This is an optimization exercise on Yosys and OpenROAD, whose aim is small area and few clock cycles, not a production implementation. Function was checked by simulation only, so behaviour that the tests miss may differ from the original. Power figures rest on the tool's default switching activity, not on a simulated workload.

===== design/flow/design.v =====
module html_markup_text_extractor (
	input  logic        clk,
	input  logic        arst_n,
	input  logic        in_valid,
	output logic        in_ready,
	input  logic [7:0]  in_byte,
	input  logic        doc_last,
	output logic        out_valid,
	input  logic        out_ready,
	output logic [7:0]  out_char,
	output logic [19:0] src_offset,
	output logic        run_last,
	output logic        nest_overflow
);
	localparam logic [1:0] M_NORMAL = 2'd0;
	localparam logic [1:0] M_SPACES = 2'd1;
	localparam logic [1:0] M_TAG    = 2'd2;
	localparam logic [1:0] M_ENT    = 2'd3;
	localparam logic [5:0] T_ROOT = 6'd0,  T_B = 6'd1,  T_BR = 6'd2,
		T_X = 6'd3,  T_XM = 6'd4,  T_XML = 6'd5,
		T_S = 6'd6,  T_SC = 6'd7,  T_SCR = 6'd8,  T_SCRI = 6'd9,  T_SCRIP = 6'd10,
		T_SCRIPT = 6'd11,
		T_SL = 6'd12, T_SLX = 6'd13, T_SLXM = 6'd14, T_SLXML = 6'd15,
		T_SLS = 6'd16, T_SLSC = 6'd17, T_SLSCR = 6'd18, T_SLSCRI = 6'd19,
		T_SLSCRIP = 6'd20, T_SLSCRIPT = 6'd21,
		T_L = 6'd22, T_U = 6'd23, T_D = 6'd24, T_T = 6'd25, T_TI = 6'd26,
		T_TA = 6'd27, T_TIT = 6'd28, T_TITL = 6'd29, T_H = 6'd30, T_BLK = 6'd31,
		T_DEAD = 6'd32;
	localparam logic [5:0] E_ROOT = 6'd0,
		E_A = 6'd1, E_AM = 6'd2, E_AMP = 6'd3,
		E_AU = 6'd4, E_AUM = 6'd5, E_AUML = 6'd6,
		E_AG = 6'd7, E_AGR = 6'd8, E_AGRA = 6'd9, E_AGRAV = 6'd10, E_AGRAVE = 6'd11,
		E_E = 6'd12, E_EG = 6'd13, E_EGR = 6'd14, E_EGRA = 6'd15, E_EGRAV = 6'd16,
		E_EGRAVE = 6'd17,
		E_EA = 6'd18, E_EAC = 6'd19, E_EACU = 6'd20, E_EACUT = 6'd21, E_EACUTE = 6'd22,
		E_L = 6'd23, E_LT = 6'd24, E_G = 6'd25, E_GT = 6'd26,
		E_N = 6'd27, E_NB = 6'd28, E_NBS = 6'd29, E_NBSP = 6'd30,
		E_S = 6'd31, E_SZ = 6'd32, E_SZL = 6'd33, E_SZLI = 6'd34, E_SZLIG = 6'd35,
		E_O = 6'd36, E_OU = 6'd37, E_OUM = 6'd38, E_OUML = 6'd39,
		E_U = 6'd40, E_UU = 6'd41, E_UUM = 6'd42, E_UUML = 6'd43,
		E_CO = 6'd44, E_COU = 6'd45, E_COUM = 6'd46, E_COUML = 6'd47,
		E_CA = 6'd48, E_CAU = 6'd49, E_CAUM = 6'd50, E_CAUML = 6'd51,
		E_CU = 6'd52, E_CUU = 6'd53, E_CUUM = 6'd54, E_CUUML = 6'd55,
		E_DEAD = 6'd63;
	localparam logic [2:0] C_NONE = 3'd0, C_BR = 3'd1, C_OX = 3'd2, C_OS = 3'd3,
		C_CX = 3'd4, C_CS = 3'd5, C_BLK = 3'd6;
	logic        first_q;
	logic [1:0]  mode_q;
	logic [5:0]  sub_q;
	logic [16:0] stk_q;    
	logic [19:0] pos_q;
	logic [19:0] mark_q;
	logic        ovf_q;
	logic        v1_q, v2_q;
	logic [7:0]  c1_q, c2_q;
	logic        sel1_q;    
	logic        mpend_q;   
	logic [7:0] b;
	logic       ws, is_lt, is_gt, is_amp, is_semi, is_slash;
	logic       letter, digit, alnum, lower;
	logic [4:0] li;
	assign b        = in_byte;
	assign ws       = (b == 8'h20) || (b >= 8'h09 && b <= 8'h0D);
	assign is_lt    = (b == 8'h3C);
	assign is_gt    = (b == 8'h3E);
	assign is_amp   = (b == 8'h26);
	assign is_semi  = (b == 8'h3B);
	assign is_slash = (b == 8'h2F);
	assign li       = b[4:0];
	assign lower    = b[5];
	assign letter   = (b[7:6] == 2'b01) && (li != 5'd0) && (li <= 5'd26);
	assign digit    = (b[7:4] == 4'h3) && (b[3:0] <= 4'd9);
	assign alnum    = letter || digit;
	function automatic logic fl(input logic [7:0] c);
		fl = letter && (li == c[4:0]);
	endfunction
	function automatic logic el(input logic [7:0] c);
		el = letter && (li == c[4:0]) && (lower == c[5]);
	endfunction
	logic [5:0] tag_nx, ent_nx;
	logic [2:0] tcls;
	logic       tleaf;
	logic [8:0] edec;
	logic [4:0] t_exp, t_tgt;
	always_comb begin
		t_tgt = sub_q[4:0] + 5'd1;
		case (sub_q[4:0])
			T_B[4:0]:         t_exp = "R";
			T_X[4:0]:         t_exp = "M";
			T_XM[4:0]:        t_exp = "L";
			T_S[4:0]:         t_exp = "C";
			T_SC[4:0]:        t_exp = "R";
			T_SCR[4:0]:       t_exp = "I";
			T_SCRI[4:0]:      t_exp = "P";
			T_SCRIP[4:0]:     t_exp = "T";
			T_SLX[4:0]:       t_exp = "M";
			T_SLXM[4:0]:      t_exp = "L";
			T_SLS[4:0]:       t_exp = "C";
			T_SLSC[4:0]:      t_exp = "R";
			T_SLSCR[4:0]:     t_exp = "I";
			T_SLSCRI[4:0]:    t_exp = "P";
			T_SLSCRIP[4:0]:   t_exp = "T";
			T_L[4:0]:       begin t_exp = "I"; t_tgt = T_BLK[4:0]; end
			T_U[4:0]:       begin t_exp = "L"; t_tgt = T_BLK[4:0]; end
			T_TI[4:0]:      begin t_exp = "T"; t_tgt = T_TIT[4:0]; end
			T_TA[4:0]:      begin t_exp = "B"; t_tgt = T_TIT[4:0]; end
			T_TIT[4:0]:      t_exp = "L";
			T_TITL[4:0]:    begin t_exp = "E"; t_tgt = T_BLK[4:0]; end
			default:          t_exp = 5'd0;
		endcase
	end
	always_comb begin
		tag_nx = T_DEAD;
		if (sub_q[5]) begin
			tag_nx = sub_q;
		end else if (tleaf) begin
			tag_nx = ws ? {1'b1, sub_q[4:0]} : T_DEAD;
		end else begin
			case (sub_q)
				T_ROOT: begin
					if (ws)              tag_nx = T_ROOT;
					else if (fl("B"))    tag_nx = T_B;
					else if (fl("X"))    tag_nx = T_X;
					else if (fl("S"))    tag_nx = T_S;
					else if (fl("L"))    tag_nx = T_L;
					else if (fl("U"))    tag_nx = T_U;
					else if (fl("D"))    tag_nx = T_D;
					else if (fl("T"))    tag_nx = T_T;
					else if (fl("H"))    tag_nx = T_H;
					else if (is_slash)   tag_nx = T_SL;
				end
				T_SL: begin
					if (fl("S"))         tag_nx = T_SLS;
					else if (fl("X"))    tag_nx = T_SLX;
					else if (fl("L"))    tag_nx = T_L;
					else if (fl("U"))    tag_nx = T_U;
					else if (fl("D"))    tag_nx = T_D;
					else if (fl("T"))    tag_nx = T_T;
					else if (fl("H"))    tag_nx = T_H;
					else if (fl("P"))    tag_nx = T_BLK;
				end
				T_D:       if (fl("L") || fl("T")) tag_nx = T_BLK;
				T_T: begin
					if (fl("I"))         tag_nx = T_TI;
					else if (fl("A"))    tag_nx = T_TA;
					else if (fl("R") || fl("D")) tag_nx = T_BLK;
				end
				T_H:       if (b == "1" || b == "2" || b == "3") tag_nx = T_BLK;
				default:   if (t_exp != 5'd0 && letter && li == t_exp) tag_nx = {1'b0, t_tgt};
			endcase
		end
	end
	always_comb begin
		case (sub_q[4:0])
			T_BR[4:0]:       tcls = C_BR;
			T_XML[4:0]:      tcls = C_OX;
			T_SCRIPT[4:0]:   tcls = C_OS;
			T_SLXML[4:0]:    tcls = C_CX;
			T_SLSCRIPT[4:0]: tcls = C_CS;
			T_BLK[4:0]:      tcls = C_BLK;
			default:         tcls = C_NONE;
		endcase
		tleaf = (tcls != C_NONE);
	end
	logic [4:0] e_exp;
	always_comb begin
		case (sub_q)
			E_AM: e_exp = "p";
			E_AU: e_exp = "m";
			E_AUM: e_exp = "l";
			E_AG: e_exp = "r";
			E_AGR: e_exp = "a";
			E_AGRA: e_exp = "v";
			E_AGRAV: e_exp = "e";
			E_EG: e_exp = "r";
			E_EGR: e_exp = "a";
			E_EGRA: e_exp = "v";
			E_EGRAV: e_exp = "e";
			E_EA: e_exp = "c";
			E_EAC: e_exp = "u";
			E_EACU: e_exp = "t";
			E_EACUT: e_exp = "e";
			E_L: e_exp = "t";
			E_G: e_exp = "t";
			E_N: e_exp = "b";
			E_NB: e_exp = "s";
			E_NBS: e_exp = "p";
			E_S: e_exp = "z";
			E_SZ: e_exp = "l";
			E_SZL: e_exp = "i";
			E_SZLI: e_exp = "g";
			E_O, E_U, E_CO, E_CA, E_CU: e_exp = "u";
			E_OU, E_UU, E_COU, E_CAU, E_CUU: e_exp = "m";
			E_OUM, E_UUM, E_COUM, E_CAUM, E_CUUM: e_exp = "l";
			default: e_exp = 5'd0;
		endcase
	end
	always_comb begin
		ent_nx = E_DEAD;
		case (sub_q)
			E_ROOT: begin
				if (el("a"))      ent_nx = E_A;
				else if (el("e")) ent_nx = E_E;
				else if (el("l")) ent_nx = E_L;
				else if (el("g")) ent_nx = E_G;
				else if (el("n")) ent_nx = E_N;
				else if (el("s")) ent_nx = E_S;
				else if (el("o")) ent_nx = E_O;
				else if (el("u")) ent_nx = E_U;
				else if (el("O")) ent_nx = E_CO;
				else if (el("A")) ent_nx = E_CA;
				else if (el("U")) ent_nx = E_CU;
			end
			E_A: begin
				if (el("m"))      ent_nx = E_AM;
				else if (el("u")) ent_nx = E_AU;
				else if (el("g")) ent_nx = E_AG;
			end
			E_E: begin
				if (el("g"))      ent_nx = E_EG;
				else if (el("a")) ent_nx = E_EA;
			end
			default: if (e_exp != 5'd0 && letter && lower && li == e_exp) ent_nx = sub_q + 6'd1;
		endcase
	end
	always_comb begin
		case (sub_q)
			E_AMP:    edec = {1'b1, 8'h26};
			E_LT:     edec = {1'b1, 8'h3C};
			E_GT:     edec = {1'b1, 8'h3E};
			E_NBSP:   edec = {1'b1, 8'h20};
			E_OUML:   edec = {1'b1, 8'hF6};
			E_AUML:   edec = {1'b1, 8'hE4};
			E_UUML:   edec = {1'b1, 8'hFC};
			E_COUML:  edec = {1'b1, 8'hD6};
			E_CAUML:  edec = {1'b1, 8'hC4};
			E_CUUML:  edec = {1'b1, 8'hDC};
			E_SZLIG:  edec = {1'b1, 8'hDF};
			E_AGRAVE: edec = {1'b1, 8'hE0};
			E_EGRAVE: edec = {1'b1, 8'hE8};
			E_EACUTE: edec = {1'b1, 8'hE9};
			default:  edec = 9'd0;
		endcase
	end
	logic [1:0]  mode;
	logic        d0, full, top;
	logic [19:0] off;
	logic        ovf_in;
	assign mode   = first_q ? M_NORMAL : mode_q;
	assign d0     = first_q || (stk_q[16:1] == 16'd0);
	assign full   = !first_q && stk_q[16];
	assign top    = stk_q[0];
	assign off    = first_q ? 20'd0 : pos_q + 20'd1;
	assign ovf_in = !first_q && ovf_q;
	logic       n_emit;
	logic [7:0] n_char;
	logic [1:0] n_mode;
	assign n_emit = d0 && !is_lt && !is_amp;
	assign n_char = ws ? 8'h20 : b;
	assign n_mode = ws ? M_SPACES : is_lt ? M_TAG : is_amp ? M_ENT : M_NORMAL;
	logic [1:0]  mode_d;
	logic [5:0]  sub_d;
	logic        set_mark, push, pop, ovf_set;
	logic        a_v, b_v;      
	logic [7:0]  a_c, b_c;
	logic        a_mark;        
	logic        renorm;
	always_comb begin
		mode_d   = mode;
		sub_d    = sub_q;
		push     = 1'b0;
		pop      = 1'b0;
		ovf_set  = 1'b0;
		a_v      = 1'b0;
		b_v      = 1'b0;
		a_c      = n_char;
		b_c      = n_char;
		a_mark   = 1'b0;
		renorm   = 1'b0;
		case (mode)
			M_NORMAL: renorm = 1'b1;
			M_SPACES: renorm = !ws && !doc_last;
			M_TAG: begin
				if (is_gt) begin
					mode_d = M_NORMAL;
					case (tcls)
						C_BR: begin
							a_v    = d0;
							a_c    = 8'h0A;
							a_mark = 1'b1;
							mode_d = M_SPACES;
						end
						C_OX, C_OS: begin
							push    = !full;
							ovf_set = full;
						end
						C_CX: pop = !d0 && !top;
						C_CS: pop = !d0 && top;
						C_BLK: begin
							a_v    = d0;
							a_c    = 8'h0A;
							a_mark = 1'b1;
							b_v    = d0;
							b_c    = 8'h0A;
							mode_d = M_SPACES;
						end
						default: ;
					endcase
				end else begin
					sub_d = tag_nx;
				end
			end
			M_ENT: begin
				if (alnum) begin
					sub_d = ent_nx;
				end else begin
					mode_d = M_NORMAL;
					a_v    = d0 && edec[8];
					a_c    = edec[7:0];
					a_mark = 1'b1;
					renorm = !is_semi && !doc_last;
				end
			end
		endcase
		if (renorm) begin
			mode_d = n_mode;
			sub_d  = 6'd0;
			if (a_v) begin
				b_v = n_emit;
			end else begin
				a_v    = n_emit;
				a_c    = n_char;
				a_mark = 1'b0;
			end
		end
	end
	assign set_mark = renorm && (is_lt || is_amp);
	logic pop_o, take;
	assign pop_o    = v1_q && out_ready;
	assign in_ready = !v2_q && (!v1_q || out_ready);
	assign take     = in_valid && in_ready;
	always_ff @(posedge clk or negedge arst_n) begin
		if (!arst_n) begin
			first_q <= 1'b1;
		end else if (take) begin
			first_q <= doc_last;
		end
	end
	always_ff @(posedge clk) begin
		if (take) begin
			mode_q <= mode_d;
			sub_q  <= sub_d;
			pos_q  <= off;
			ovf_q  <= ovf_in || ovf_set;
			mpend_q <= set_mark;
			if (mpend_q)
				mark_q <= pos_q;
			if (push)
				stk_q <= {first_q ? 16'd1 : stk_q[15:0], tcls == C_OS};
			else if (pop)
				stk_q <= {1'b0, stk_q[16:1]};
			else if (first_q)
				stk_q <= 17'd1;
		end
	end
	always_ff @(posedge clk or negedge arst_n) begin
		if (!arst_n) begin
			v1_q <= 1'b0;
			v2_q <= 1'b0;
		end else begin
			v1_q <= (v1_q && !out_ready) || v2_q || (take && a_v);
			v2_q <= (v2_q && !out_ready) || (take && b_v);
		end
	end
	always_ff @(posedge clk) begin
		if (v2_q) begin
			if (out_ready) begin
				c1_q  <= c2_q;
				sel1_q <= 1'b0;
			end
		end else if (take && a_v) begin
			c1_q  <= a_c;
			sel1_q <= a_mark;
		end
		if (take && b_v)
			c2_q <= b_c;
	end
	assign out_valid     = v1_q;
	assign out_char      = c1_q;
	assign src_offset    = sel1_q ? mark_q : pos_q;
	assign run_last      = !v2_q;
	assign nest_overflow = ovf_q;
endmodule

===== design/flow/run.sh =====
#!/bin/bash
# synth_recipe.tcl (not shown) runs the flow's synth.tcl, then flattens the netlist and writes it again
# the make line also repeats each setting of config.mk as NAME=value (left out here)
make -C /OpenROAD-flow-scripts/flow DESIGN_CONFIG=/design/flow/config.mk WORK_HOME=/design/flow/orfs CLKGATE_MAP_FILE= SYNTH_SCRIPT=/design/flow/synth_recipe.tcl finish

===== design/flow/config.mk =====
export PLATFORM = sky130hd
export DESIGN_NAME = html_markup_text_extractor
export DESIGN_NICKNAME = html_markup_text_extractor
export VERILOG_FILES = /design/flow/design.v
export SDC_FILE = /design/flow/constraint.sdc
export NUM_CORES = 4
export LEC_CHECK = 0
export CAP_MARGIN = 20
export CORE_MARGIN = 2
export CORE_UTILIZATION = 40
export SLEW_MARGIN = 20

===== design/flow/constraint.sdc =====
create_clock -name core_clock -period 7.0 [get_ports {clk}]
set_input_delay 1.4000 -clock core_clock [delete_from_list [all_inputs] [get_ports {clk}]]
set_output_delay 1.4000 -clock core_clock [all_outputs]
set_load 0.01 [all_outputs]

==> results of run 1 <==
-- power by group --
part	switching, W	internal (W)	total, W
sequential	0.0000593	0.000627	0.000687
clock	0.000210	0.000244	0.000455
combinational	0.000277	0.000179	0.000457
total	0.000547	0.00105	0.00160
-- registers in the layout, indices dropped and copies added (netlist names) --
signal,cells
ovf_q,1
sel1_q,1
sub_q,6
v2_q,1
mode_q,2
first_q,1
c1_q,8
c2_q,8
pos_q,20
mark_q,20
v1_q,1
mpend_q,1
stk_q,17
-- kinds of logic (layout without fill, tap and decap cells) --
logic type,Yosys count,count (layout),share of synthesized area
compound gates,206,206,0.212
xor+xnor,29,29,0.0367
fa+ha+maj,12,12,0.0217
mux,34,34,0.0552
simple gates,326,326,0.246
flops,87,87,0.376
buf+inv,79,91,0.0525
-- worst register-to-register path, cell delays in order, from the launching register on --
cell and delay [ns]:
edfxtp_1 0.57, ha_1 0.53, inv_1 0.22, nor2_1 0.10, ha_1 0.18, nor2_1 0.23
o21ai_0 0.13, a21oi_1 0.48, nand3_1 0.23, nor2_1 0.82, nor3_1 0.09, nor2_1 0.12
buf_4 0.25
-- layer usage --
metal | up-vias | wire length (um) | part of all wire | GRT usage
met2 | 305 | 9710 | 0.48 | 0.373
met5 | - | 0 | 0 | 0
li1 | 2941 | - | - | -
met4 | 0 | 825 | 0.041 | 0.106
met1 | 3026 | 8490 | 0.42 | 0.279
met3 | 53 | 1070 | 0.053 | 0.0307
-- through the flow --
stage                     std cells  total power, W   util  instance area [um^2]  setup slack (ns)
final                          1010         0.00160  0.450                  7710              1.99
after global routing           1010         0.00167  0.450                  7710              1.78
after CTS                      1010         0.00160  0.450                  7700              1.81
after detailed placement        994         0.00114  0.434                  7420              1.46
after global placement          994         0.00114  0.434                  7420              1.56
after floorplan                 773         0.00100      -                  6910              2.77
-- cell usage after synthesis, types with 15 or more instances --
library cell / n
a21oi_1: 43
a22o_1: 16
clkbuf_1: 34
edfxtp_1: 84
inv_1: 21
mux2_2: 23
nand2_1: 67
nand3_1: 29
nand4_1: 15
nor2_1: 79
nor3_1: 30
o21ai_0: 40
xor2_1: 16
-- worst max path at each step --
stage,end,depth (start not counted),startpoint
after floorplan,stk_q[0],8,in_byte[3]
after global placement,c2_q[6],8,in_byte[0]
after detailed placement,c2_q[7],8,in_byte[4]
after CTS,c2_q[2],8,in_byte[4]
after global routing,c1_q[4],9,in_byte[4]
final,c1_q[0],9,in_byte[4]
-- area by class of cell --
class                      count  share of cell area
clock inverter                 7             0.00731
multi-input combinational    607               0.513
sequential                    87               0.337
clock buffer                   9              0.0292
tap                          225              0.0365
timing repair buffer          53              0.0659
inverter                      22              0.0107
==> flow_summary.yaml, run 1 <==
status:
  status: "finished clean"
detailed_routing:
  num_vias: 6325
  drt_wl_total_um: 20100
  wire_per_inst_um: 19.9
  ant_nets: 0
  dr.first_iter.drc_count: 670
  post_drt_via_cell_ratio: 6.26
  first_pass_iters: 5
  drc: 0
final_layout:
  layout_common_cells: "edfxtp_1 (84), nor2_1 (79), nand2_1 (67)"
  fill_cells: 1677
  regArea_mm2: 0.00260
  diodes: 0
  drive_above_1_share: 0.0917
  multi_input_area_mm2: 0.00396
  final_common_cell: "edfxtp_1"
  layout.nets: 805
  area_delta_synth_final_pct: 11.5
synth:
  synthFlopType: "edfxtp_1"
  syn_area_per_cell_um2: 8.94
  ys_warn_count: 1
  yosysUniqueCellTypes: 92
  synth_fp_nets: 798
  syn_inst: 773
  synth-async-reset-ratio: 0.0345
  seq_area_frac_synth: 0.376
  ys_seq_elements: 87
  synthTopCellsByArea: "edfxtp_1 (36%), nor2_1 (4.3%), mux2_2 (3.7%)"
  syn_area_mm2: 0.00691
  synth_edf_count: 84
  synth_area_leader_cell: "edfxtp_1"
  synth_top_area_frac: 0.365
clock_network:
  ctsHtreeMaxLevel: 3
  cts-root-buf: "clkbuf_16"
  clk_path_buf_depth: 2
  cts-resized-gates: 0
  clk_pin_slew_ns: 0.07
  postCtsSetupBuffers: 0
  insertion_delay_ns: 0.34
  cts-hold-fix-buffers: 0
  cts_sinks: 87
  cts_buffers: 9
  cts_tree: "yes"
floorplanning:
  start_util: 0.404
  die_h_um: 135
  io_pins: 45
  fp.coreArea_mm2: 0.0171
  die_w_um: 135
  dieArea_mm2: 0.0183
  rows: 48
timing:
  timing.final.crit_period_ns: 5.01
  holdWs_ns: 0.518
  relSlewSlack: 0.272
  fmax_mhz: 200
  period_share: 0.716
  setup_tns_ns: 0
  rsz0062_at_grt: "no"
  final_hold_viol_count: 0
  tightestPinTransition_ns: 1.09
  setup_viol: 0
  final-max-slew-violation-count: 0
  fin_skew_ns: 0.00932
placement:
  place_congestion: 0.941
  io_buffer_count: 44
  dpl.hpwl_um: 14500
setup_path:
  path_buf_inv: 1
  crit_arrival_ns: 4.98
  worstSetupStartpointType: "primary input"
  cp_common_cell: "nand2_1"
  worstPathRequired_ns: 6.97
  r2r_end: "stk_q[9]"
  crit_chain: "clkdlybuf4s50_1 -> or2_1 -> o221ai_1 -> nand2_1 -> o221a_4 -> nand2b_1 -> o21ai_0 -> nand2_1 -> o21ai_1"
  rr_worst_depth: 12
  rrSetupSlack_ns: 2.73
  worstSetupPathType: "primary input to flip-flop"
  cpPeakStageDelay_ns: 0.98
  cp_top_family: "compound AO/OA/AOI/OAI gates"
  worstPathMaxFanout: 25
  worstReg2RegStart: "sub_q[0]"
  end_kind: "flip-flop"
  slowest_stage: "clkdlybuf4s50_1"
power_and_ir_drop:
  p_leak_nw: 2.56
  pwr_density_cell_mw_per_mm2: 207
  ir_drop_mv: 0.114
run:
  drv_cap: 0
global_route:
  antenna_found_initial: 0
  globalRouteOverflowTotal: 0
  grt_max_degree: 55
  grt_pass1_vias: 5988
  grt_use_total: 0.221
  grt_pass1_wl_um: 32100
min_path:
  min-delay-start: "pos_q[19]"
  hold_depth: 0
  hp-class: "flip-flop to flip-flop"
  hold_end: "mark_q[19]"
Testbench counts, summed over its fixed seeds: cycles 25,771.
==> run 2, diff against run 1 <==
--- a/design/flow/config.mk
+++ b/design/flow/config.mk
@@ -5,6 +5,7 @@
 export SDC_FILE = /design/flow/constraint.sdc
 export NUM_CORES = 4
 export LEC_CHECK = 0
+export ABC_AREA = 1
 export CAP_MARGIN = 20
 export CORE_MARGIN = 2
 export CORE_UTILIZATION = 40
==> run 2 against run 1 <==
Still clean. Routed wire length is 9.2% lower. Setup slack improved by 0.46 ns. Die area decreased by 4.7%. Largest cell class unchanged. Flip-flop and latch count unchanged. Largest power group unchanged. Global-route usage fell by 1.1 points. Via count fell by 1.5%.
==> flow_summary.yaml, run 2 <==
status:
  status: "finished clean"
timing:
  fin_skew_ns: 0.00625
  final-max-slew-violation-count: 0
  final_hold_viol_count: 0
  tightestPinTransition_ns: 0.863
  fin_ws_ns: 2.45
  rsz0062_at_grt: "no"
  relSlewSlack: 0.425
  setup_viol: 0
  fmax_mhz: 220
  timing.final.crit_period_ns: 4.55
  period_share: 0.650
  setup_tns_ns: 0
  holdWs_ns: 0.449
global_route:
  globalRouteOverflowTotal: 0
  grt_pass1_wl_um: 29800
  antenna_found_initial: 0
  grt_max_degree: 39
  grt_pass1_vias: 5778
  grt_use_total: 0.210
setup_path:
  worstPathMaxFanout: 13
  rrSetupSlack_ns: 3.37
  worstSetupStartpointType: "primary input"
  worstPathRequired_ns: 6.97
  end_kind: "flip-flop"
  worstSetupPathType: "primary input to flip-flop"
  crit_arrival_ns: 4.52
floorplanning:
  rows: 46
  io_pins: 45
  die_w_um: 132
  start_util: 0.411
  dieArea_mm2: 0.0175
  fp.coreArea_mm2: 0.0160
  die_h_um: 132
synth:
  synth_fp_nets: 934
  synth_edf_count: 84
  syn_area_mm2: 0.00658
  ys_warn_count: 1
  synth-async-reset-ratio: 0.0345
  seq_area_frac_synth: 0.395
  synth.most_common_cell: "nand2_1"
  ys_seq_elements: 87
  yosysUniqueCellTypes: 48
  netlist_top_cells_count: "nand2_1 (214), nor2_1 (113), inv_1 (106)"
  synthFlopType: "edfxtp_1"
  synth_area_leader_cell: "edfxtp_1"
  syn_area_per_cell_um2: 7.24
  synthTopCellsByArea: "edfxtp_1 (38%), nand2_1 (12%), nor2_1 (6.4%)"
  syn_inst: 909
  synth_top_area_frac: 0.383
clock_network:
  cts_sinks: 87
  insertion_delay_ns: 0.34
  cts-resized-gates: 0
  ctsHtreeMaxLevel: 3
  cts_tree: "yes"
  postCtsSetupBuffers: 0
  cts-hold-fix-buffers: 0
  cts_buffers: 9
  clk_pin_slew_ns: 0.06
  cts-root-buf: "clkbuf_16"
  clk_path_buf_depth: 2
final_layout:
  final_common_cell: "nand2_1"
  top_regs: "mark_q: 20 flops, pos_q: 20 flops, stk_q: 17 flops"
  area_delta_synth_final_pct: 14.0
  drive_above_1_share: 0.103
  utilization: 0.469
  layout.nets: 967
  diodes: 0
  stdcell_count: 1163
  layout_common_cells: "nand2_1 (214), nor2_1 (113), inv_1 (106)"
power_and_ir_drop:
  power_frac_seq: 0.422
  pwr_density_cell_mw_per_mm2: 213
  p_switching_w: 0.000541
  ir_drop_mv: 0.158
  p_leak_nw: 3.19
  p_comb_frac: 0.279
  cell_internal_pwr_w: 0.00106
  switching_share: 0.338
  p_clk_frac: 0.299
placement:
  dp_slack_ns: 2.15
  dpl.hpwl_um: 14000
  io_buffer_count: 44
  placed_cells: 1146
  place_congestion: 0.982
detailed_routing:
  post_drt_via_cell_ratio: 5.36
  num_vias: 6230
  first_pass_iters: 6
  drt_wl_total_um: 18200
  ant_nets: 0
  wire_per_inst_um: 15.7
  drc: 0
  dr.first_iter.drc_count: 718
run:
  drv_cap: 0
min_path:
  hp-class: "flip-flop to flip-flop"
## run 2: changes by cell type after synthesis, sizes merged, moves of 12 or more
cell and change:
nand2 +167, inv +100, nand3 +53, nor2 +52, clkbuf -25, mux2 -21
o21ai +19, a22o -16, nand2b -14, nor4 -14, xnor2 -13, and3 -12
nor2b -12
## run 2: final cells by class
type	count	area, um^2
fillers	1686	8500
multi-input cells	671	3370
flip-flops and latches	87	2600
repair buffers	49	498
inverters	124	470
well taps	216	270
clock buffers	9	225
clock inverters	7	71.3
## run 2: path summary, 6_finish.rpt
path                             from  cells past startpoint        end
max in group asynchronous      arst_n                      1    first_q
min in group asynchronous      arst_n                      1       v2_q
min reg2reg                  pos_q[6]                      0  mark_q[6]
max                        in_byte[4]                     11    c2_q[0]
max reg2reg                  sub_q[0]                     12   stk_q[9]
min                          pos_q[6]                      0  mark_q[6]
## run 2: power groups by stage
stage / combinational (W) / clock (W) / sequential [W]
final: 0.000446 / 0.000478 / 0.000674
after global routing: 0.000496 / 0.000507 / 0.000680
after CTS: 0.000436 / 0.000489 / 0.000676
after detailed placement: 0.000435 / 0 / 0.000686
after global placement: 0.000438 / 0 / 0.000686
after floorplan: 0.000316 / 0 / 0.000666
## run 2: kinds of logic after synthesis
| logic type | count (synthesis) | synth area share |
|---|---|---|
| simple gates | 510 | 0.358 |
| buf+inv | 151 | 0.0936 |
| compound gates | 141 | 0.119 |
| flops | 87 | 0.395 |
| fa+ha+maj | 12 | 0.0228 |
| xor+xnor | 6 | 0.00799 |
| mux | 2 | 0.00342 |
## run 2: per-stage QoR
stage | instance area, um^2 | total power, W
4_1_cts | 7470 | 0.00160
3_3_place_gp | 7180 | 0.00112
3_5_place_dp | 7180 | 0.00112
2_1_floorplan | 6580 | 0.000982
5_1_grt | 7500 | 0.00168
6_report | 7500 | 0.00160
## run 2: per-layer routing
layer  track usage  routed length (um)
met1         0.284                8090
met2         0.348                8460
met3        0.0350                1150
met4        0.0645                 545
met5             0                   0
## run 2: worst max-delay path, cell delays in order
cell	delay [ns]
clkdlybuf4s50_1	0.75
clkinv_1	0.40
nand2_1	0.25
nor3_1	0.08
nand2_1	0.06
nand2_1	0.13
o21ai_0	0.18
nand2_1	0.06
nand2_1	0.34
nand4_1	0.15
a21oi_1	0.69

[static timing again, ports no longer ideal]
No port has a modelled driver above. Below, the same layouts with a new extraction and two added sets of constraints. Step 1 assumes that a clkbuf_16 drives the clock port and a buf_2 every other input. Step 2, shift: input delay + t, output delay - t, t = (earliest + latest rising clock arrival at the registers) / 2. This alone moves slack from input paths to output paths. Slacks: no drivers / after step 1 / after step 2; pairs: no drivers / after step 1.
| run | t, ns | setup WS [ns] | worst setup path at the end | clock arrival spread, ns | cell pins on the clock port's net |
|---|---|---|---|---|---|
| run 1 | 0.378 | 1.989 / 2.007 / 1.629 | input to register | 0.009 / 0.010 | 1 |
| run 2 | 0.376 | 2.447 / 2.463 / 2.087 | input to register | 0.006 / 0.006 | 1 |
After both steps every run listed still meets setup and hold.
